Source: an optimization exercise on an open RTL-to-GDS flow (aim: small area, a short achievable clock period and few clock cycles per item). Production flows keep margins and buffers that such runs may drop. The RTL was checked by simulation tests, not by an equivalence proof against the original design. No activity file was given, so power comes from the tool's default toggle rates.

Design serial_frame_to_omni_motor_drive, start of the top module:
module serial_frame_to_omni_motor_drive
(
  input  logic                   clk,
  input  logic                   rst_n,
  input  logic                   in_valid,
  output logic                   in_ready,
  input  logic [7:0]             in_data,
  output logic                   out_valid,
  input  logic                   out_ready,
  output logic [1:0]             out_motor_index,
  output logic                   out_forward_pin,
  output logic                   out_reverse_pin,
  output logic [15:0]            out_duty,
  output logic                   out_status_led,
  output logic                   out_last,
  input  logic                   cfg_we,
  input  logic [1:0]             cfg_index,
  input  logic [15:0]            cfg_data
);
Settings: LEC_CHECK=0, CAP_MARGIN=20, CORE_MARGIN=2, CORE_UTILIZATION=40, SETUP_SLACK_MARGIN=4.1, SLEW_MARGIN=20; clock period 7.0 ns.
standard.sh (not shown) runs the stock make flow with config.mk's settings and CLKGATE_MAP_FILE= SYNTH_SCRIPT=/design/flow/synth_recipe.tcl, a recipe that flattens the netlist after the stock synthesis.
==> flow/flow/run.sh <==
#!/bin/bash
set -euo pipefail
bash standard.sh synth > synth.log 2>&1
bash standard.sh \
  "BUFFER_PORTS_ARGS=-buffer_cell sky130_fd_sc_hd__buf_2" \
  "CTS_ARGS=-sink_clustering_enable -repair_clock_nets -dont_use_dummy_load -buf_list {sky130_fd_sc_hd__clkbuf_4 sky130_fd_sc_hd__clkbuf_8} -sink_clustering_size 14 -sink_clustering_max_diameter 50" \
  finish > layout.log 2>&1
Testbench counts at the start, summed over its fixed seeds: cycles 3,184, frames 384.
Then changed:
--- a/flow/design.v
+++ b/flow/design.v
@@ -123,31 +123,32 @@
   logic [5:0]  pos_r;
   logic [6:0]  pos_inc;
   logic [6:0]  wsel_r;      
   logic [6:0]  sa_r, sb_r;  
   logic        in_ready_r;
   logic        jp_r;
   logic        cap_v;
   logic [1:0]  mw_r;
   logic signed [10:0] op_r, oth_r;
+  logic        op_c, oth_c;
   logic signed [13:0] turn_r;
   logic        m_v, m_ph;
   logic signed [13:0] m_r;
   logic [2:0]  ctl_r [4];
   logic        acc_v;
   logic [28:0] acc_s, acc_c;
   logic        a_fwd, a_rev;
   logic        x_v, x_ph;
   logic [28:0] x_r;
   logic        x_fwd, x_rev;
   logic        out_valid_r;
   logic [1:0]  o_idx;
-  logic        o_fwd, o_rev, o_led, o_last;
+  logic        o_fwd, o_rev, o_led;
   logic [15:0] o_duty;
   logic accept, end_acc, out_free, deliver, do_d1, x_free, do_c, do_a, do_b;
   logic do_mix, mix_last, judge;
   logic jp_nxt, cap_v_nxt, cap_g_nxt, m_v_nxt, m_ph_nxt, jposs_nxt;
   logic [1:0] mw_nxt;
   assign accept   = in_valid && in_ready_r;
   assign end_acc  = accept && (in_data == sfomd_pkg::END_BYTE);
   assign out_free = !out_valid_r;
   assign deliver  = x_v && x_ph && out_free;
@@ -174,34 +175,37 @@
   assign kc2 = {((k3 & k4) | (k3 & k5) | (k4 & k5)), 1'b0};
   assign ks3 = ks1 ^ kc1 ^ ks2;
   assign kc3 = {((ks1 & kc1) | (ks1 & ks2) | (kc1 & ks2)), 1'b0};
   assign ka  = ks3 ^ kc3 ^ kc2;
   assign kb  = {((ks3 & kc3) | (ks3 & kc2) | (kc3 & kc2)), 1'b0};
   assign sm  = sa_r + sb_r;
   assign good = !slot_r[6][7] && (sm == slot_r[6][6:0]);
   logic signed [10:0] s4, s4n;
   logic signed [13:0] trow1, trow0, turn;
-  logic [1:0]  td1;
-  logic signed [2:0] td0;
+  logic        t8, t4, tp1, tm1, tm2;
   assign s4    = {3'({1'b0, slot_r[4][7:6]} - 3'd1), slot_r[4][5:0], 2'b01};
   assign s4n   = {3'({1'b0, ~slot_r[4][7:6]} - 3'd3), ~slot_r[4][5:0], 2'b11};
-  assign td1   = {1'b0, gain_r[2]} + {1'b0, gain_r[1]};
-  assign td0   = $signed({2'b00, gain_r[0]}) - $signed({1'b0, gain_r[1], 1'b0});
-  assign trow1 = (td1 == 2'd2) ? 14'(s4) <<< 3 : (td1 == 2'd1) ? 14'(s4) <<< 2 : 14'sd0;
-  assign trow0 = (td0 == 3'sd1)  ? 14'(s4)
-               : (td0 == -3'sd1) ? 14'(s4n)
-               : (td0 == -3'sd2) ? 14'(s4n) <<< 1 : 14'sd0;
+  assign t8    = gain_r[2] & gain_r[1];              
+  assign t4    = gain_r[2] ^ gain_r[1];              
+  assign tp1   = !gain_r[1] & gain_r[0];             
+  assign tm1   = gain_r[1] & gain_r[0];              
+  assign tm2   = gain_r[1] & !gain_r[0];             
+  assign trow1 = (t8 ? (14'(s4) <<< 3) : 14'sd0) | (t4 ? (14'(s4) <<< 2) : 14'sd0);
+  assign trow0 = (tp1 ? 14'(s4) : 14'sd0) | (tm1 ? 14'(s4n) : 14'sd0)
+               | (tm2 ? (14'(s4n) <<< 1) : 14'sd0);
   assign turn  = trow1 + trow0;
   logic signed [10:0] s2, s3;
   logic signed [13:0] v;
   assign s2 = {3'({1'b0, slot_r[2][7:6]} - 3'd1), slot_r[2][5:0], 2'b01};
   assign s3 = {3'({1'b0, slot_r[3][7:6]} - 3'd1), slot_r[3][5:0], 2'b01};
-  assign v  = turn_r + 14'(op_r);
+  logic [14:0] vsum;
+  assign vsum = {turn_r, 1'b1} + {14'(op_r), op_c};
+  assign v    = vsum[14:1];
   logic [14:0] vx_mix, vx_m;
   logic [2:0]  ctl_mix [4];
   logic [2:0]  ctl_lo [3];
   logic [2:0]  ctl_hi [4];
   logic [2:0]  ctl_nxt [4];
   assign vx_mix = {v, 1'b0};
   assign vx_m   = {m_r, 1'b0};
   for (genvar k = 0; k < 4; k++) begin : g_enc_hi
     sfomd_benc u_enc (.dg(vx_mix[2*(k+3) +: 3]), .s(v[13]), .ctl(ctl_mix[k]));
@@ -329,23 +333,27 @@
     end
   end
   always_ff @(posedge clk) begin
     if (accept) begin
       sa_r <= ka;
       sb_r <= kb;
     end
     if (judge) begin
       op_r   <= s2;
+      op_c   <= 1'b0;
       oth_r  <= s3;
+      oth_c  <= 1'b0;
       turn_r <= turn;
     end else if (do_mix) begin
       op_r   <= oth_r;
-      oth_r  <= -op_r;
+      op_c   <= oth_c;
+      oth_r  <= ~op_r;
+      oth_c  <= !op_c;
     end
     if (do_mix) begin
       m_r <= v;
     end
     for (int k = 0; k < 4; k++) ctl_r[k] <= ctl_nxt[k];
     if (do_a) brk_r <= brk;
     if (do_a || do_b) begin
       acc_s <= prod_s;
       acc_c <= prod_c;
@@ -359,21 +367,20 @@
       x_fwd <= a_fwd;
       x_rev <= a_rev;
     end else if (do_d1) begin
       x_r[19:0] <= part;
     end
     if (deliver) begin
       o_fwd  <= x_fwd;
       o_rev  <= x_rev;
       o_duty <= duty;
-      o_last <= (o_idx == 2'd2);
     end
   end
   assign in_ready        = in_ready_r;
   assign out_valid       = out_valid_r;
   assign out_motor_index = o_idx;
   assign out_forward_pin = o_fwd;
   assign out_reverse_pin = o_rev;
   assign out_duty        = o_duty;
   assign out_status_led  = o_led;
-  assign out_last        = o_last;
+  assign out_last        = (o_idx == 2'd3);
 endmodule
- synthesized cell count increases by 0.34%
- count of clock-buffer cells in the layout is unchanged
- die area is about the same
- worst hold slack improves by 9.9 ps
- fmax increases by 2.8%
- critical path depth decreases by 2
Testbench counts after the change, summed over its fixed seeds: cycles 3,184, frames 384.


Starting RTL as in the previous note.
Settings: LEC_CHECK=0, CAP_MARGIN=20, CORE_MARGIN=2, CORE_UTILIZATION=40, CTS_BUF_LIST=sky130_fd_sc_hd__clkbuf_4 sky130_fd_sc_hd__clkbuf_8, SETUP_SLACK_MARGIN=4.0, SLEW_MARGIN=20; clock period 7.0 ns.
run.sh (not shown) runs the stock make flow with config.mk's settings and CLKGATE_MAP_FILE= SYNTH_SCRIPT=/design/flow/synth_recipe.tcl, a recipe that flattens the netlist after the stock synthesis.
Stock flow here: none of the scripts above is used.
Testbench counts at the start, summed over its fixed seeds: cycles 3,184, frames 384.
Next try:
--- a/flow/design.v
+++ b/flow/design.v
@@ -226,28 +226,22 @@
     .ctl0   (ctl_r[0]),
     .ctl1   (ctl_r[1]),
     .ctl2   (ctl_r[2]),
     .ctl3   (ctl_r[3]),
     .ph     (m_ph),
     .acc_s  (acc_s),
     .acc_c  (acc_c),
     .sum_s  (prod_s),
     .sum_c  (prod_c)
   );
-  logic       bsg, bhi;
-  logic [7:0] bw;
-  logic [8:0] bl;
-  assign bsg = m_r[13];
-  assign bhi = (m_r[13:8] == {6{bsg}});
-  assign bw  = m_r[7:0] ^ {8{bsg}};
-  assign bl  = {1'b0, brake_r} - {8'd0, bsg};
-  assign brk = bhi && !bl[8] && ({1'b0, bw} < bl);
+  assign brk = m_r[13] ? ($signed(m_r) > -$signed({6'd0, brake_r}))
+                       : ($signed(m_r) <  $signed({6'd0, brake_r}));
   logic [19:0] part;
   logic [15:0] duty;
   sfomd_duty u_duty (
     .x    (x_r),
     .part (part)
   );
   sfomd_duty_fin u_duty_fin (
     .part (x_r[19:0]),
     .duty (duty)
   );
Effect: The changed run completed with no timing, DRC or antenna violations; sequential power is about the same; setup slack is better by 7.1 ps; synthesized cell count climbs slightly; worst hold slack stays flat; via count came out higher slightly; area after synthesis increases slightly; critical path depth drops by 1; total power falls by a few percent; core utilization is about the same; die area rises slightly; maximum frequency hardly moves.
Testbench counts after the change, summed over its fixed seeds: cycles 3,184, frames 384.


serial_frame_to_omni_motor_drive again, from the RTL that the note above started with.
Settings: LEC_CHECK=0, CAP_MARGIN=20, CORE_MARGIN=2, CORE_UTILIZATION=40, SETUP_SLACK_MARGIN=4.0, SLEW_MARGIN=20; clock period 7.0 ns.
standard.sh (not shown) runs the stock make flow with config.mk's settings and CLKGATE_MAP_FILE= SYNTH_SCRIPT=/design/flow/synth_recipe.tcl, a recipe that flattens the netlist after the stock synthesis.
Scripts as last shown in full above: flow/flow/run.sh
Testbench counts at the start, summed over its fixed seeds: cycles 3,184, frames 384.
Next try:
--- a/flow/design.v
+++ b/flow/design.v
@@ -134,21 +134,21 @@
   logic signed [13:0] m_r;
   logic [2:0]  ctl_r [4];
   logic        acc_v;
   logic [28:0] acc_s, acc_c;
   logic        a_fwd, a_rev;
   logic        x_v, x_ph;
   logic [28:0] x_r;
   logic        x_fwd, x_rev;
   logic        out_valid_r;
   logic [1:0]  o_idx;
-  logic        o_fwd, o_rev, o_led, o_last;
+  logic        o_fwd, o_rev, o_led;
   logic [15:0] o_duty;
   logic accept, end_acc, out_free, deliver, do_d1, x_free, do_c, do_a, do_b;
   logic do_mix, mix_last, judge;
   logic jp_nxt, cap_v_nxt, cap_g_nxt, m_v_nxt, m_ph_nxt, jposs_nxt;
   logic [1:0] mw_nxt;
   assign accept   = in_valid && in_ready_r;
   assign end_acc  = accept && (in_data == sfomd_pkg::END_BYTE);
   assign out_free = !out_valid_r;
   assign deliver  = x_v && x_ph && out_free;
   assign do_d1    = x_v && !x_ph;
@@ -173,30 +173,31 @@
   assign ks2 = k3 ^ k4 ^ k5;
   assign kc2 = {((k3 & k4) | (k3 & k5) | (k4 & k5)), 1'b0};
   assign ks3 = ks1 ^ kc1 ^ ks2;
   assign kc3 = {((ks1 & kc1) | (ks1 & ks2) | (kc1 & ks2)), 1'b0};
   assign ka  = ks3 ^ kc3 ^ kc2;
   assign kb  = {((ks3 & kc3) | (ks3 & kc2) | (kc3 & kc2)), 1'b0};
   assign sm  = sa_r + sb_r;
   assign good = !slot_r[6][7] && (sm == slot_r[6][6:0]);
   logic signed [10:0] s4, s4n;
   logic signed [13:0] trow1, trow0, turn;
-  logic [1:0]  td1;
-  logic signed [2:0] td0;
+  logic        t8, t4, tp1, tm1, tm2;
   assign s4    = {3'({1'b0, slot_r[4][7:6]} - 3'd1), slot_r[4][5:0], 2'b01};
   assign s4n   = {3'({1'b0, ~slot_r[4][7:6]} - 3'd3), ~slot_r[4][5:0], 2'b11};
-  assign td1   = {1'b0, gain_r[2]} + {1'b0, gain_r[1]};
-  assign td0   = $signed({2'b00, gain_r[0]}) - $signed({1'b0, gain_r[1], 1'b0});
-  assign trow1 = (td1 == 2'd2) ? 14'(s4) <<< 3 : (td1 == 2'd1) ? 14'(s4) <<< 2 : 14'sd0;
-  assign trow0 = (td0 == 3'sd1)  ? 14'(s4)
-               : (td0 == -3'sd1) ? 14'(s4n)
-               : (td0 == -3'sd2) ? 14'(s4n) <<< 1 : 14'sd0;
+  assign t8    = gain_r[2] & gain_r[1];              
+  assign t4    = gain_r[2] ^ gain_r[1];              
+  assign tp1   = !gain_r[1] & gain_r[0];             
+  assign tm1   = gain_r[1] & gain_r[0];              
+  assign tm2   = gain_r[1] & !gain_r[0];             
+  assign trow1 = (t8 ? (14'(s4) <<< 3) : 14'sd0) | (t4 ? (14'(s4) <<< 2) : 14'sd0);
+  assign trow0 = (tp1 ? 14'(s4) : 14'sd0) | (tm1 ? 14'(s4n) : 14'sd0)
+               | (tm2 ? (14'(s4n) <<< 1) : 14'sd0);
   assign turn  = trow1 + trow0;
   logic signed [10:0] s2, s3;
   logic signed [13:0] v;
   assign s2 = {3'({1'b0, slot_r[2][7:6]} - 3'd1), slot_r[2][5:0], 2'b01};
   assign s3 = {3'({1'b0, slot_r[3][7:6]} - 3'd1), slot_r[3][5:0], 2'b01};
   assign v  = turn_r + 14'(op_r);
   logic [14:0] vx_mix, vx_m;
   logic [2:0]  ctl_mix [4];
   logic [2:0]  ctl_lo [3];
   logic [2:0]  ctl_hi [4];
@@ -358,22 +359,21 @@
       x_r   <= acc_s + acc_c;
       x_fwd <= a_fwd;
       x_rev <= a_rev;
     end else if (do_d1) begin
       x_r[19:0] <= part;
     end
     if (deliver) begin
       o_fwd  <= x_fwd;
       o_rev  <= x_rev;
       o_duty <= duty;
-      o_last <= (o_idx == 2'd2);
     end
   end
   assign in_ready        = in_ready_r;
   assign out_valid       = out_valid_r;
   assign out_motor_index = o_idx;
   assign out_forward_pin = o_fwd;
   assign out_reverse_pin = o_rev;
   assign out_duty        = o_duty;
   assign out_status_led  = o_led;
-  assign out_last        = o_last;
+  assign out_last        = (o_idx == 2'd3);
 endmodule
Result:
- via count shrinks by about 2.7%
- global-route usage shrinks by 0.30 points
- core utilization stays flat
- die area shrinks by about 0.8%
- clock skew shrinks by 0.017 ns
- clock power barely changes
- synthesized cell count shrinks by 1.4%
- count of clock-buffer cells in the layout does not change
- hold slack gets worse by 0.033 ns
- critical path depth grows by 5
- power shrinks by 0.54%
Testbench counts after the change, summed over its fixed seeds: cycles 3,184, frames 384.

[static timing again, ports no longer ideal]
The flow's constraints put no driver on any port. The routed layouts listed below were extracted and timed again, unchanged, in two steps. Step 1: set_driving_cell puts a clkbuf_16 on clk and a buf_2 on each other input, an assumption about the parent block. Step 2, shift: input delay + t, output delay - t, t = (earliest + latest rising clock arrival at the registers) / 2. This alone moves slack from input paths to output paths. Three values: ideal, step 1, step 2; two values: the first two.
run	t, ns	slack for setup (ns)	hold slack, ns	worst data-port slew with drivers (ns)
the first run of note 1	0.620	4.153 / 4.153 / 3.749	0.407 / 0.407 / 0.407	0.12
the second run of note 1	0.613	4.231 / 4.231 / 3.899	0.417 / 0.417 / 0.417	0.04
the first run of note 2	0.668	4.040 / 4.040 / 3.531	0.422 / 0.422 / 0.422	0.09
the second run of note 2	0.665	4.047 / 4.047 / 3.553	0.422 / 0.422 / 0.422	0.05
the first run of note 3	0.614	4.124 / 4.124 / 3.750	0.419 / 0.419 / 0.419	0.12
the second run of note 3	0.611	4.115 / 4.115 / 3.701	0.386 / 0.386 / 0.386	0.05
After both steps setup and hold are still met in every run listed. For the first run of note 2, which loses most, drivers alone change the setup slack by 0.000 ns; drivers and shift together by -0.509 ns.
